Context: an optimization exercise on an open-source flow, tuned for small area. The choices shown serve that exercise and are no tape-out recipe. At most, simulation tests tie the RTL to the original design; equivalence was not proved. Only the layout flow was run in run 2; the RTL was not checked for function there. Power figures rest on the tool's default switching activity, not on a simulated workload.

==> design/flow/design.v <==
`default_nettype none
package dcache_pkg;
    localparam int XLEN           = 32;                      
    localparam int WORDS_PER_LINE = 4;
    localparam int LINE_BITS      = XLEN * WORDS_PER_LINE;   
    localparam int N_WAYS         = 2;                       
    typedef logic [XLEN-1:0]                   word_t;      
    typedef logic [LINE_BITS-1:0]              line_t;      
    typedef logic [XLEN/8-1:0]                 byte_en_t;   
    typedef logic [$clog2(WORDS_PER_LINE)-1:0] offset_t;    
    typedef enum logic [2:0] {
        IDLE,          
        LOOKUP,        
        WRITE_BACK,    
        REFILL,        
        REFILL_DONE    
    } cache_state_t;
    typedef struct packed {
        logic     rw;        
        byte_en_t byte_en;
        word_t    addr;
        word_t    wdata;
    } cpu_req_t;
    typedef struct packed {
        logic  rw;           
        word_t addr;         
        line_t line;         
    } mem_req_t;
endpackage
`default_nettype wire
`timescale 1ns/1ps
`default_nettype none
module dcache (
    input  logic         clk_i,
    input  logic         rst_i,
    input  logic         p_strobe_i,
    input  logic         p_rw_i,
    input  logic [3:0]   p_byte_en_i,
    input  logic [31:0]  p_addr_i,
    input  logic [31:0]  p_wdata_i,
    output logic         p_ready_o,
    output logic [31:0]  p_rdata_o,
    output logic         m_strobe_o,
    output logic         m_rw_o,
    output logic [31:0]  m_addr_o,
    output logic [127:0] m_data_o,
    input  logic         m_ready_i,
    input  logic [127:0] m_data_i
);
    localparam int TAG_BITS = 25;
    localparam logic [2:0] IDLE   = 3'd0,    
                           LOOKUP = 3'd1,    
                           WB     = 3'd2,    
                           WB2    = 3'd3,    
                           RF     = 3'd4,    
                           RF2    = 3'd5,    
                           RDONE  = 3'd6;    
    logic [2:0]  state_q;
    logic [1:0]  cnt_q;                      
    logic [1:0]  cnt_d;
    logic        pend_q;                     
    logic        rw_q;
    logic [3:0]  be_q;
    logic [31:2] addr_q;
    logic [31:0] wd_q;
    logic [3:0]  offh_q;                     
    logic [7:0]  dsel_q;                     
    logic [7:0]  tsel_q;                     
    logic [7:0][1:0] valid_q;
    logic [7:0][1:0] dirty_q;
    logic [7:0]      lru_q;                  
    logic [127:0] fill_q;                    
    logic [2:0]          idx;
    logic [TAG_BITS-1:0] tag;
    assign idx = addr_q[6:4];
    assign tag = addr_q[31:7];
    assign cnt_d = rst_i ? 2'd0 : cnt_q + 2'd1;
    logic [2:0] p_idx;
    logic [1:0] p_j;
    assign p_idx = p_addr_i[6:4];
    assign p_j   = p_idx[1:0] + cnt_d;
    always_ff @(posedge clk_i)
    begin
        if (state_q == IDLE)
        begin
            rw_q   <= p_rw_i;
            be_q   <= p_byte_en_i;
            addr_q <= p_addr_i[31:2];
            wd_q   <= p_wdata_i;
            for (int k = 0; k < 4; k++)
                offh_q[k] <= (p_addr_i[3:2] == 2'(k));
            for (int p = 0; p < 4; p++)
            begin
                dsel_q[2*p]   <= (p_idx[2:1] == 2'(p)) && (p_idx[0] == cnt_d[0]);
                dsel_q[2*p+1] <= (p_idx[2:1] == 2'(p)) && (p_idx[0] != cnt_d[0]);
            end
            for (int r = 0; r < 2; r++)
                for (int q = 0; q < 4; q++)
                    tsel_q[4*r+q] <= (p_idx[2] == 1'(r)) && (p_j == 2'(q));
        end
        else
        begin
            for (int p = 0; p < 4; p++)
            begin
                dsel_q[2*p]   <= dsel_q[2*p+1];
                dsel_q[2*p+1] <= dsel_q[2*p];
            end
            for (int r = 0; r < 2; r++)
                for (int q = 0; q < 4; q++)
                    tsel_q[4*r+q] <= tsel_q[4*r+((q+3)%4)];
        end
        fill_q <= m_data_i;
    end
    logic [127:0]        dat_a [2][4];
    logic [127:0]        dat_b [2][4];
    logic [TAG_BITS-1:0] tag_r [2][2][4];    
    logic [127:0]        wbus;
    logic [127:0]        wmask [2][4];
    logic                tag_we [2][2];
    for (genvar w = 0; w < 2; w++)
    begin : g_way
        for (genvar p = 0; p < 4; p++)
        begin : g_pair
            always_ff @(posedge clk_i)
            begin
                dat_b[w][p] <= dat_a[w][p];
                dat_a[w][p] <= (wbus & wmask[w][p]) | (dat_b[w][p] & ~wmask[w][p]);
            end
        end
        for (genvar r = 0; r < 2; r++)
        begin : g_tring
            always_ff @(posedge clk_i)
            begin
                tag_r[w][r][1] <= tag_r[w][r][0];
                tag_r[w][r][2] <= tag_r[w][r][1];
                tag_r[w][r][3] <= tag_r[w][r][2];
                tag_r[w][r][0] <= tag_we[w][r] ? tag : tag_r[w][r][3];
            end
        end
    end
    logic [TAG_BITS-1:0] way_tag [2];
    always_comb
    begin
        for (int w = 0; w < 2; w++)
        begin
            way_tag[w] = '0;
            for (int r = 0; r < 2; r++)
                for (int q = 0; q < 4; q++)
                    way_tag[w] = way_tag[w] | ({TAG_BITS{tsel_q[4*r+q]}} & tag_r[w][r][q]);
        end
    end
    logic [1:0] way_hit;
    logic       hit;
    logic       hit_way;
    logic       victim;
    logic       victim_dirty;
    always_comb
    begin
        for (int w = 0; w < 2; w++)
            way_hit[w] = valid_q[idx][w] && (way_tag[w] == tag);
    end
    assign hit          = |way_hit;
    assign hit_way      = way_hit[1];
    assign victim       = lru_q[idx];
    assign victim_dirty = valid_q[idx][victim] && dirty_q[idx][victim];
    logic [2:0] state_d;
    always_comb
    begin
        state_d = state_q;
        case (state_q)
            IDLE:   if (p_strobe_i) state_d = LOOKUP;
            LOOKUP: if (hit)               state_d = IDLE;
                    else if (victim_dirty) state_d = WB;
                    else                   state_d = RF;
            WB:     if (m_ready_i) state_d = WB2;
            WB2:    state_d = RF;
            RF:     if (m_ready_i) state_d = RF2;
            RF2:    state_d = RDONE;
            RDONE:  state_d = IDLE;
            default: state_d = IDLE;
        endcase
    end
    logic in_a;                              
    assign in_a = (idx[0] == cnt_q[0]);
    always_ff @(posedge clk_i)
    begin
        cnt_q <= cnt_d;
        if (rst_i)
        begin
            state_q <= IDLE;
            pend_q  <= 1'b0;
        end
        else
        begin
            state_q <= state_d;
            pend_q  <= (state_q == LOOKUP) && hit && rw_q && in_a;
        end
    end
    always_ff @(posedge clk_i)
    begin
        if (rst_i)
        begin
            valid_q <= '0;
            dirty_q <= '0;
            lru_q   <= '0;
        end
        else
        begin
            if (state_q == LOOKUP && hit)
            begin
                lru_q[idx] <= ~hit_way;
                if (rw_q)
                    dirty_q[idx][hit_way] <= 1'b1;
            end
            if (state_q == RDONE)
            begin
                valid_q[idx][victim] <= 1'b1;
                dirty_q[idx][victim] <= rw_q;
                lru_q[idx]           <= ~victim;
            end
        end
    end
    logic       fill_now;
    logic       hit_now;
    logic       tag_win;
    logic [1:0] we_way;
    assign fill_now = !in_a && ((state_q == RF && m_ready_i) || state_q == RF2);
    assign hit_now  = !in_a && (((state_q == LOOKUP) && hit && rw_q) || pend_q);
    assign tag_win  = ((state_q == LOOKUP) && !hit && !victim_dirty) ||
                      ((state_q == WB) && m_ready_i) ||
                      state_q == WB2 || state_q == RF || state_q == RF2 ||
                      state_q == RDONE;
    always_comb
    begin
        for (int w = 0; w < 2; w++)
        begin
            we_way[w] = fill_now ? (victim == 1'(w)) : (hit_now && way_hit[w]);
            for (int r = 0; r < 2; r++)
                tag_we[w][r] = tag_win && (victim == 1'(w)) && (idx[2] == 1'(r)) &&
                               (cnt_q == ~idx[1:0]);
        end
    end
    logic [3:0][3:0] src_wd;
    always_comb
    begin
        for (int k = 0; k < 4; k++)
            for (int b = 0; b < 4; b++)
                src_wd[k][b] = !fill_now || (rw_q && offh_q[k] && be_q[b]);
    end
    always_comb
    begin
        for (int k = 0; k < 4; k++)
            for (int b = 0; b < 4; b++)
                wbus[k*32 + b*8 +: 8] =
                    ({8{src_wd[k][b]}} & wd_q[b*8 +: 8]) |
                    ({8{!src_wd[k][b] && state_q == RF}} & m_data_i[k*32 + b*8 +: 8]) |
                    ({8{!src_wd[k][b] && state_q != RF}} & fill_q[k*32 + b*8 +: 8]);
    end
    always_comb
    begin
        for (int w = 0; w < 2; w++)
            for (int p = 0; p < 4; p++)
                for (int k = 0; k < 4; k++)
                    for (int b = 0; b < 4; b++)
                        wmask[w][p][k*32 + b*8 +: 8] =
                            {8{we_way[w] && idx[2:1] == 2'(p) &&
                               (fill_now || (offh_q[k] && be_q[b]))}};
    end
    logic         sel_way;
    logic [1:0]   wsel;
    logic [127:0] line_sel;
    assign sel_way = (state_q == LOOKUP) ? hit_way : victim;
    assign wsel    = {sel_way, !sel_way};
    always_comb
    begin
        line_sel = '0;
        for (int w = 0; w < 2; w++)
            for (int p = 0; p < 4; p++)
                line_sel = line_sel
                         | ({128{dsel_q[2*p]   && wsel[w]}} & dat_a[w][p])
                         | ({128{dsel_q[2*p+1] && wsel[w]}} & dat_b[w][p]);
    end
    always_comb
    begin
        p_rdata_o = '0;
        for (int k = 0; k < 4; k++)
            p_rdata_o = p_rdata_o | ({32{offh_q[k]}} & line_sel[k*32 +: 32]);
    end
    assign p_ready_o  = ((state_q == LOOKUP) && hit) || (state_q == RDONE);
    assign m_strobe_o = (state_q == WB) || (state_q == RF);
    assign m_rw_o     = (state_q == WB);
    assign m_addr_o   = {({TAG_BITS{m_rw_o && !victim}} & way_tag[0]) |
                         ({TAG_BITS{m_rw_o &&  victim}} & way_tag[1]) |
                         ({TAG_BITS{!m_rw_o}}           & tag), idx, 4'b0000};
    assign m_data_o   = line_sel;
endmodule
`default_nettype wire
==> design/flow/flow/run.sh <==
#!/bin/bash
# The standard ORFS layout (standard.sh), with these changes:
#  * synthesis maps the logic with an area-oriented ABC script (delay
#    relaxed); everything else in ORFS's scripts folder is used unchanged,
#    from a copy made here;
#  * port buffers use the smallest buffer instead of clkdlybuf4s50_1;
#  * clock tree: no dummy loads, clustered sinks on clkbuf_8 leaves.
# Each make run writes its full output to a log file in this folder.
set -euo pipefail
W=$PWD
rm -rf "$W/scripts_abc"
cp -r "$FLOW_HOME/scripts" "$W/scripts_abc"
cat > "$W/scripts_abc/abc_speed.script" <<'EOS'
&get -n
&st
&dch -x
&nf -R 1000
&put
topo
stime -c
dnsize -c
EOS
export BUFFER_PORTS_ARGS="-buffer_cell sky130_fd_sc_hd__buf_1"
export CTS_ARGS="-sink_clustering_enable -repair_clock_nets -dont_use_dummy_load -sink_clustering_size 16 -sink_clustering_max_diameter 50 -buf_list sky130_fd_sc_hd__clkbuf_8"
bash standard.sh "SCRIPTS_DIR=$W/scripts_abc" finish > flow_standard.log 2>&1
==> design/flow/standard.sh <==
#!/bin/bash
# synth_recipe.tcl (not shown) runs the flow's synth.tcl, then flattens the netlist and writes it again
# the make line also repeats each setting of config.mk as NAME=value (left out here)
make -C /OpenROAD-flow-scripts/flow DESIGN_CONFIG=/design/flow/config.mk WORK_HOME=/design/flow/orfs CLKGATE_MAP_FILE= SYNTH_SCRIPT=/design/flow/synth_recipe.tcl "${@:-finish}"
==> design/flow/config.mk <==
export PLATFORM = sky130hd
export DESIGN_NAME = dcache
export DESIGN_NICKNAME = dcache
export VERILOG_FILES = /design/flow/design.v
export SDC_FILE = /design/flow/constraint.sdc
export NUM_CORES = 4
export LEC_CHECK = 0
export CAP_MARGIN = 20
export CORE_MARGIN = 2
export CORE_UTILIZATION = 75
export SLEW_MARGIN = 20
==> design/flow/constraint.sdc <==
create_clock -name core_clock -period 10.0 [get_ports {clk_i}]
set_input_delay 2.0000 -clock core_clock [delete_from_list [all_inputs] [get_ports {clk_i}]]
set_output_delay 2.0000 -clock core_clock [all_outputs]
set_load 0.01 [all_outputs]
==> results of run 1 <==
==> metrics by stage <==
stage / total power [uW] / util (%) / area [um2]
after floorplan: 17840 / - / 82430
after global placement: 20690 / 79.55 / 86600
after detailed placement: 21010 / 79.63 / 86680
after CTS: 25740 / 82.08 / 89350
after global routing: 27050 / 82.27 / 89560
final: 26190 / 82.28 / 89560
==> final cells by class <==
cell class / count / area (um2)
flip-flops and latches: 2707 / 54890
multi-input cells: 4664 / 27570
fillers: 6694 / 19290
clock buffers: 194 / 2670
repair buffers: 517 / 2574
well taps: 1414 / 1769
inverters: 17 / 66.31
diodes: 6 / 15.01
==> placed cells by master (no fill, tap or decap), types with 18 or more instances in the layout <==
cell type and n:
nor2_1 103, xnor2_1 31, a211oi_1 21, a221o_1 19, buf_1 389, buf_4 80
nand4_1 198, clkbuf_8 194, a222oi_1 554, a22o_1 80, or2_0 130, nand2_1 1592
dfxtp_1 2630, nand3_1 95, xor2_1 27, mux2_1 100, a221oi_1 42, a21oi_1 61
ha_1 18, edfxtp_1 69, buf_2 21, o21ai_0 1039, a22oi_1 398
==> metal layers <==
layer | track usage (%) | vias to the layer above | part of all wire (%)
met1 | 57.11 | 31375 | 36
met5 | 0.4776 | - | 0.029
li1 | - | 29196 | -
met3 | 12.01 | 979 | 14
met2 | 66.31 | 4636 | 44
met4 | 24.62 | 2 | 5.9
==> worst register-to-register path: stages (launching register included) <==
cell      delay [ns]
dfxtp_2         0.80
buf_4           0.49
a22o_1          0.22
a221oi_1        0.05
nand3_1         0.19
xnor2_1         0.13
nand4_1         0.12
nor3_1          0.44
nand3_1         0.57
and2_0          0.46
nor3_1          0.46
o21ai_0         0.19
o21ai_0         0.20
o21ai_1         0.29
nor2b_4         1.12
nand2_1         0.84
nand2_1         0.26
o21ai_0         0.11
==> logic make-up (layout without fill, tap and decap cells) <==
kind of cell               Yosys count  count (layout)  synth area share (%)
AOI/OAI and AO/OA                 2275            2275                 19.36
DFF                               2707            2707                 66.61
muxes                              109             109                 1.597
xor gates and xnor gates            58              58                0.6165
and+or+nand+nor                   2200            2200                 11.40
buffers and inverters               24             728                0.1412
adders and majority gates           18              18                0.2733
other                                1              10              0.004551
==> flip-flops by register name (all words and copies together), names as in the netlist <==
signal and flops:
pend_q 1, be_q 4, dirty_q 16, offh_q 4
state_q 3, dat_b 1024, fill_q 128, lru_q 8
dsel_q 8, rw_q 1, addr_q 28, tag_r 400
valid_q 16, tsel_q 8, cnt_q 2, wd_q 32
dat_a 1024
==> synth_stat cells (all sizes together), types with 62 or more instances <==
master     n  area, um2
a22oi    398       2988
a22o      80      700.7
nand2   1593       5979
a21oi     62      310.3
edfxtp    69       2072
nand3     97      485.5
o21ai   1041       5210
nand4    198       1239
dfxtp   2638      52810
a222oi   554       5545
nor2     106      397.9
or2      130      813.3
mux2     100       1126
==> power by group <==
group / internal (uW) / switching [uW]
registers: 13400 / 1780
logic: 1690 / 4420
clock network: 1740 / 3200
==> final timing paths <==
| path | end | cells after the start | slack, ns | start |
|---|---|---|---|---|
| max | p_rdata_o[5] | 19 | 0.40 | tsel_q[5] |
| min | dat_b[6][81] | 0 | 0.30 | dat_a[6][81] |
| min reg2reg | dat_b[6][81] | 0 | 0.30 | dat_a[6][81] |
| max reg2reg | dat_a[7][6] | 17 | 2.92 | tsel_q[5] |
==> flow_summary.json, run 1 <==
{
  "grt_pass1_wl_mm": 378.9,
  "max_clock_freq_mhz": 104.1,
  "ys_ff_latch": 2707,
  "grt_pass1_vias": 64594,
  "ys_async_sr_fraction_pct": 0,
  "crit_chain": "buf_4, nand2_1, nand4_1, a221o_1, xor2_1, nor4_1, nand4_1, nor4_1, nand3_1, nor2_1, a21oi_2, and2_4, buf_4, a222oi_1, nand4_1, or2_0, a222oi_1, nand2_1, buf_1",
  "crit_arrival_ns": 7.60,
  "antenna_found_initial": 5,
  "io_buffers": 389,
  "place_inst": 9296,
  "cts-root-buf": "clkbuf_8",
  "startpoint_type": "flip-flop",
  "worst_slew_pin_slew_ns": 1.339,
  "slew_headroom_pct": 10.57,
  "cp_data_required_time_ns": 8.00,
  "finalHoldViolCount": 0,
  "syn_area_per_cell_um2": 11.15,
  "clock_skew_ns": 0.06258,
  "die-area_mm2": 0.1125,
  "area_delta_synth_final_pct": 8.693,
  "cts.path.max_buffers": 3,
  "routed_wl_mm": 253.6,
  "antenna_left": 0,
  "peakVddDrop_mv": 0.2471,
  "num-nets-final": 8320,
  "drtIter0Drc": 11005,
  "maxSlewViolCount": 0,
  "yosysWarnings": 7,
  "finalSetupTns_ns": 0,
  "cts_hold_buf": 0,
  "period_needed_ns": 9.605,
  "clk_latency_ns": 0.93,
  "dieWidth_um": 335.5,
  "cp_top_family": "simple AND/OR/NAND/NOR gates",
  "grt_use_total_pct": 43.84,
  "cts_resized": 0,
  "crit_type": "reg -> out",
  "final_cell_count_no_fill": 9519,
  "row_count": 121,
  "drcViolationCount": 0,
  "cpPeakStageDelay_ns": 0.93,
  "dieHeight_um": 335.5,
  "core_mm2": 0.1089,
  "fin_hold_ws_ns": 0.2991,
  "crit_top_cell": "nand4_1",
  "cts_buffers": 194,
  "synth_edf_count": 69,
  "layout-drive-gt1-share_pct": 4.606,
  "rsz0062_at_grt": "false",
  "worstSetupEndpointType": "output port",
  "fin_crit_sh_pct": 96.05,
  "path_max_fanout": 48,
  "start_util_pct": 75.70,
  "vias_per_cell": 6.953,
  "routedWlPerCell_um": 26.64,
  "syn_inst": 7392,
  "drv_cap": 0,
  "grt_remaining_overflow": 0,
  "dpl.hpwl_mm": 152.6,
  "io_pins": 396,
  "min_path_type": "reg -> reg",
  "drt-pass1-iter-count": 14,
  "cts_tree": "built",
  "path_clk_slew_ns": 0.10,
  "grt_max_degree": 94,
  "clock-sinks": 2707,
  "status": "finished clean",
  "slowest_stage": "and2_4",
  "ys.flop_type": "dfxtp_1",
  "leakage_uw": 0.03260,
  "gp_congestion": 0.9182,
  "cts-htree-levels": 4,
  "postCtsSetupRepairBufs": 0,
  "cp_num_buf_inv": 3,
  "via_count": 66188,
  "synth.yosys.seq_area_share_pct": 66.61,
  "setup-violations-final": 0,
  "pre_cts_slack_ns": 1.620,
  "p_per_area_mw_per_mm2": 292.4,
  "netlist_area_mm2": 0.08240,
  "fin_ws_ns": 0.3951,
  "synthDistinctLibCells": 49
}
==> run 2, diff against run 1 <==
--- a/design/flow/design.v
+++ b/design/flow/design.v
@@ -70,5 +70,5 @@
     logic [7:0][1:0] dirty_q;
     logic [7:0]      lru_q;                  
-    logic [127:0] fill_q;                    
+    logic [63:0]  fill_q;                    
     logic [2:0]          idx;
     logic [TAG_BITS-1:0] tag;
@@ -110,5 +110,5 @@
                     tsel_q[4*r+q] <= tsel_q[4*r+((q+3)%4)];
         end
-        fill_q <= m_data_i;
+        fill_q <= in_a[1] ? m_data_i[127:64] : m_data_i[63:0];
     end
     logic [127:0]        dat_a [2][4];
@@ -181,6 +181,7 @@
         endcase
     end
-    logic in_a;                              
-    assign in_a = (idx[0] == cnt_q[0]);
+    logic [1:0] in_a;                        
+    assign in_a[0] = (idx[0] == cnt_q[0]);
+    assign in_a[1] = (idx[0] != cnt_q[0]);
     always_ff @(posedge clk_i)
     begin
@@ -194,5 +195,5 @@
         begin
             state_q <= state_d;
-            pend_q  <= (state_q == LOOKUP) && hit && rw_q && in_a;
+            pend_q  <= (state_q == LOOKUP) && hit && rw_q && in_a[addr_q[3]];
         end
     end
@@ -221,10 +222,10 @@
         end
     end
-    logic       fill_now;
-    logic       hit_now;
+    logic       fill_now;                    
+    logic       hit_now;                     
     logic       tag_win;
     logic [1:0] we_way;
-    assign fill_now = !in_a && ((state_q == RF && m_ready_i) || state_q == RF2);
-    assign hit_now  = !in_a && (((state_q == LOOKUP) && hit && rw_q) || pend_q);
+    assign fill_now = (state_q == RF && m_ready_i) || state_q == RF2;
+    assign hit_now  = ((state_q == LOOKUP) && hit && rw_q) || pend_q;
     assign tag_win  = ((state_q == LOOKUP) && !hit && !victim_dirty) ||
                       ((state_q == WB) && m_ready_i) ||
@@ -255,5 +256,5 @@
                     ({8{src_wd[k][b]}} & wd_q[b*8 +: 8]) |
                     ({8{!src_wd[k][b] && state_q == RF}} & m_data_i[k*32 + b*8 +: 8]) |
-                    ({8{!src_wd[k][b] && state_q != RF}} & fill_q[k*32 + b*8 +: 8]);
+                    ({8{!src_wd[k][b] && state_q != RF}} & fill_q[(k%2)*32 + b*8 +: 8]);
     end
     always_comb
@@ -264,5 +265,5 @@
                     for (int b = 0; b < 4; b++)
                         wmask[w][p][k*32 + b*8 +: 8] =
-                            {8{we_way[w] && idx[2:1] == 2'(p) &&
+                            {8{we_way[w] && idx[2:1] == 2'(p) && !in_a[k/2] &&
                                (fill_now || (offh_q[k] && be_q[b]))}};
     end
@@ -277,7 +278,8 @@
         for (int w = 0; w < 2; w++)
             for (int p = 0; p < 4; p++)
-                line_sel = line_sel
-                         | ({128{dsel_q[2*p]   && wsel[w]}} & dat_a[w][p])
-                         | ({128{dsel_q[2*p+1] && wsel[w]}} & dat_b[w][p]);
+                for (int g = 0; g < 2; g++)
+                    line_sel[g*64 +: 64] = line_sel[g*64 +: 64]
+                        | ({64{dsel_q[2*p+g]   && wsel[w]}} & dat_a[w][p][g*64 +: 64])
+                        | ({64{dsel_q[2*p+1-g] && wsel[w]}} & dat_b[w][p][g*64 +: 64]);
     end
     always_comb
--- a/design/flow/config.mk
+++ b/design/flow/config.mk
@@ -8,4 +8,4 @@
 export CAP_MARGIN = 20
 export CORE_MARGIN = 2
-export CORE_UTILIZATION = 75
+export CORE_UTILIZATION = 70
 export SLEW_MARGIN = 20
==> run 2 against run 1 <==
Clock-buffer cell count is the same; largest power group unchanged; critical endpoint is now p_rdata_o[27]; global-route usage shrank 1.0 points; combinational power grew 29%; clock power barely moved; die area is 6.6% higher; sequential power about the same.
==> flow_summary.json, run 2 <==
{
  "layout_common_cells": "dfxtp_1 (2566), nand2_1 (1203), nor2_1 (663)",
  "final_common_cell": "dfxtp_1",
  "syn_inst": 7565,
  "clock_skew_ns": 0.06370,
  "clock-sinks": 2644,
  "cts-root-buf": "clkbuf_8",
  "io_pins": 396,
  "dieWidth_um": 346.3,
  "routedWlPerCell_um": 26.76,
  "dpl.hpwl_mm": 167.2,
  "synth_most_common_cell": "dfxtp_1",
  "drv_cap": 0,
  "cts_tree": "built",
  "io_buffers": 389,
  "grt_pass1_wl_mm": 392.8,
  "maxSlewViolCount": 0,
  "synth_top_area_share_pct": 62.83,
  "yosysWarnings": 7,
  "path_clk_slew_ns": 0.10,
  "startpoint_type": "flip-flop",
  "die-area_mm2": 0.1199,
  "setup-violations-final": 0,
  "drt-pass1-iter-count": 12,
  "core_mm2": 0.1162,
  "row_count": 125,
  "cts_buffers": 194,
  "drcViolationCount": 0,
  "yosys.area.top_type": "dfxtp_1",
  "ys_ff_latch": 2644,
  "via_count": 67159,
  "layout-drive-gt1-share_pct": 5.934,
  "grt_remaining_overflow": 0,
  "fin_crit_sh_pct": 98.03,
  "gp_congestion": 0.9783,
  "cts_hold_buf": 0,
  "grt_pass1_vias": 64982,
  "synth_common_cells": "dfxtp_1 (2574), nand2_1 (1203), nor2_1 (698)",
  "cts_resized": 0,
  "path_max_fanout": 45,
  "grt_max_degree": 82,
  "cp_data_required_time_ns": 8.00,
  "ys.flop_type": "dfxtp_1",
  "syn_area_per_cell_um2": 10.84,
  "synthDistinctLibCells": 49,
  "slew_headroom_pct": 19.08,
  "grt_use_total_pct": 42.80,
  "synth.yosys.seq_area_share_pct": 65.39,
  "peakVddDrop_mv": 0.2409,
  "num-nets-final": 8596,
  "start_util_pct": 70.58,
  "worst_slew_pin_slew_ns": 1.211,
  "antenna_found_initial": 9,
  "min_path_type": "reg -> reg",
  "antenna_left": 0,
  "area_delta_synth_final_pct": 9.922,
  "fin_ws_ns": 0.1969,
  "cts.path.max_buffers": 3,
  "vias_per_cell": 6.779,
  "finalSetupTns_ns": 0,
  "netlist_area_mm2": 0.08202,
  "drtIter0Drc": 10544,
  "dieHeight_um": 346.3,
  "crit_arrival_ns": 7.80,
  "finalHoldViolCount": 0,
  "cts-htree-levels": 4,
  "leakage_uw": 0.03376,
  "postCtsSetupRepairBufs": 0,
  "crit_type": "reg -> out",
  "synth_edf_count": 70,
  "p_per_area_mw_per_mm2": 307.2,
  "top_regs": "dat_a x1024, dat_b x1024, tag_r x400",
  "status": "finished clean",
  "period_needed_ns": 9.803,
  "clk_latency_ns": 0.98,
  "rsz0062_at_grt": "false",
  "netlist_top_cells_area": "dfxtp_1 (63%), a222oi_1 (6.6%), nand2_1 (5.5%)",
  "pre_cts_slack_ns": 1.476,
  "worstSetupEndpointType": "output port",
  "max_clock_freq_mhz": 102.0,
  "ys_async_sr_fraction_pct": 0,
  "routed_wl_mm": 265.1
}
==> run 2: critical path: stages, from the launching register on <==
cell and delay [ns]:
dfxtp_2 0.47, buf_4 0.28, a222oi_1 0.26, nand4_1 0.15, a221o_1 0.31, xor2_1 0.16
nor4_1 0.58, nand4_1 0.31, nor4_1 0.47, nand2_1 0.11, buf_4 0.21, nor2_1 0.14
a21oi_2 0.04, buf_4 0.25, and2_4 0.46, buf_4 0.35, a22o_1 0.19, a221oi_1 0.19
nand4_1 0.11, or2_0 0.41, a222oi_1 1.05, nand2_1 0.11, buf_1 0.16
==> run 2: cell type report <==
type | count | area (um2)
diodes | 8 | 20.02
clock buffers | 194 | 2670
fillers | 7998 | 26050
inverters | 15 | 58.81
multi-input cells | 4902 | 28510
flip-flops and latches | 2644 | 53640
well taps | 1524 | 1907
repair buffers | 620 | 3349
==> run 2: report_power, final <==
| part | switching, uW | internal [uW] |
|---|---|---|
| Clock | 3180 | 1730 |
| Sequential | 1750 | 13200 |
| Combinational | 5570 | 2280 |
| Total | 10500 | 17200 |
==> run 2: routing by layer <==
layer	GRT usage, %	vias to the layer above	part of all wire, %
met2	66.39	4516	44
met3	10.55	960	13
met5	0	-	0.017
li1	-	29910	-
met4	24.61	6	6.5
met1	54.81	31767	36
==> run 2: cell families after synthesis <==
logic type,Yosys count,synth area share (%)
other cells,1,0.004572
compound gates,2299,19.57
simple gates,2414,12.43
xor+xnor,60,0.6407
fa+ha+maj,18,0.2746
mux,107,1.551
flops,2644,65.39
buf+inv,22,0.1327
==> run 2: final timing paths <==
path | slack [ns] | to | startpoint | cells after the start
setup reg to reg | 2.94 | dat_a[4][26] | tsel_q[0] | 18
setup / recovery | 0.20 | p_rdata_o[27] | tsel_q[2] | 22
hold / removal | 0.30 | dat_b[4][104] | dat_a[4][104] | 0
hold reg to reg | 0.30 | dat_b[4][104] | dat_a[4][104] | 0
==> run 2: metrics by stage <==
| stage | cell area [um2] | utilization, % | cells | hold WS, ns | total power, uW |
|---|---|---|---|---|---|
| after floorplan | 82050 | - | 7568 | 0.3298 | 18600 |
| after global placement | 87190 | 75.03 | 9671 | 0.3309 | 22210 |
| after detailed placement | 87310 | 75.13 | 9687 | 0.3362 | 22510 |
| after CTS | 89980 | 77.43 | 9881 | 0.3008 | 27240 |
| after global routing | 90150 | 77.58 | 9905 | 0.2965 | 28610 |
| final | 90160 | 77.58 | 9907 | 0.3017 | 27700 |

==> separate check: timing with driven ports <==
The flow's constraints put no driver on any port. The routed layouts listed below were extracted and timed again, unchanged, in two steps.
Step 1 sets driving cells, clkbuf_16 on the clock port and buf_2 on the other inputs (assumed; they add their load-dependent delay and slew).
Step 2 moves the port delays by t, midway between the first and last clock arrival at a register: inputs arrive t later, outputs are due t later. That takes back most of the time a late clock gives input paths.
Slacks: ideal / step 1 / step 2; pairs: ideal / step 1.
| run | shift t [ns] | setup slack, ns | worst setup path after step 2 | cell pins on the clock port's net |
|---|---|---|---|---|
| run 1 | 0.973 | 0.395 / 0.323 / 1.296 | register to output | 1 |
| run 2 | 1.018 | 0.197 / 0.124 / 1.142 | register to output | 1 |
After both steps setup and hold are still met in every run listed.
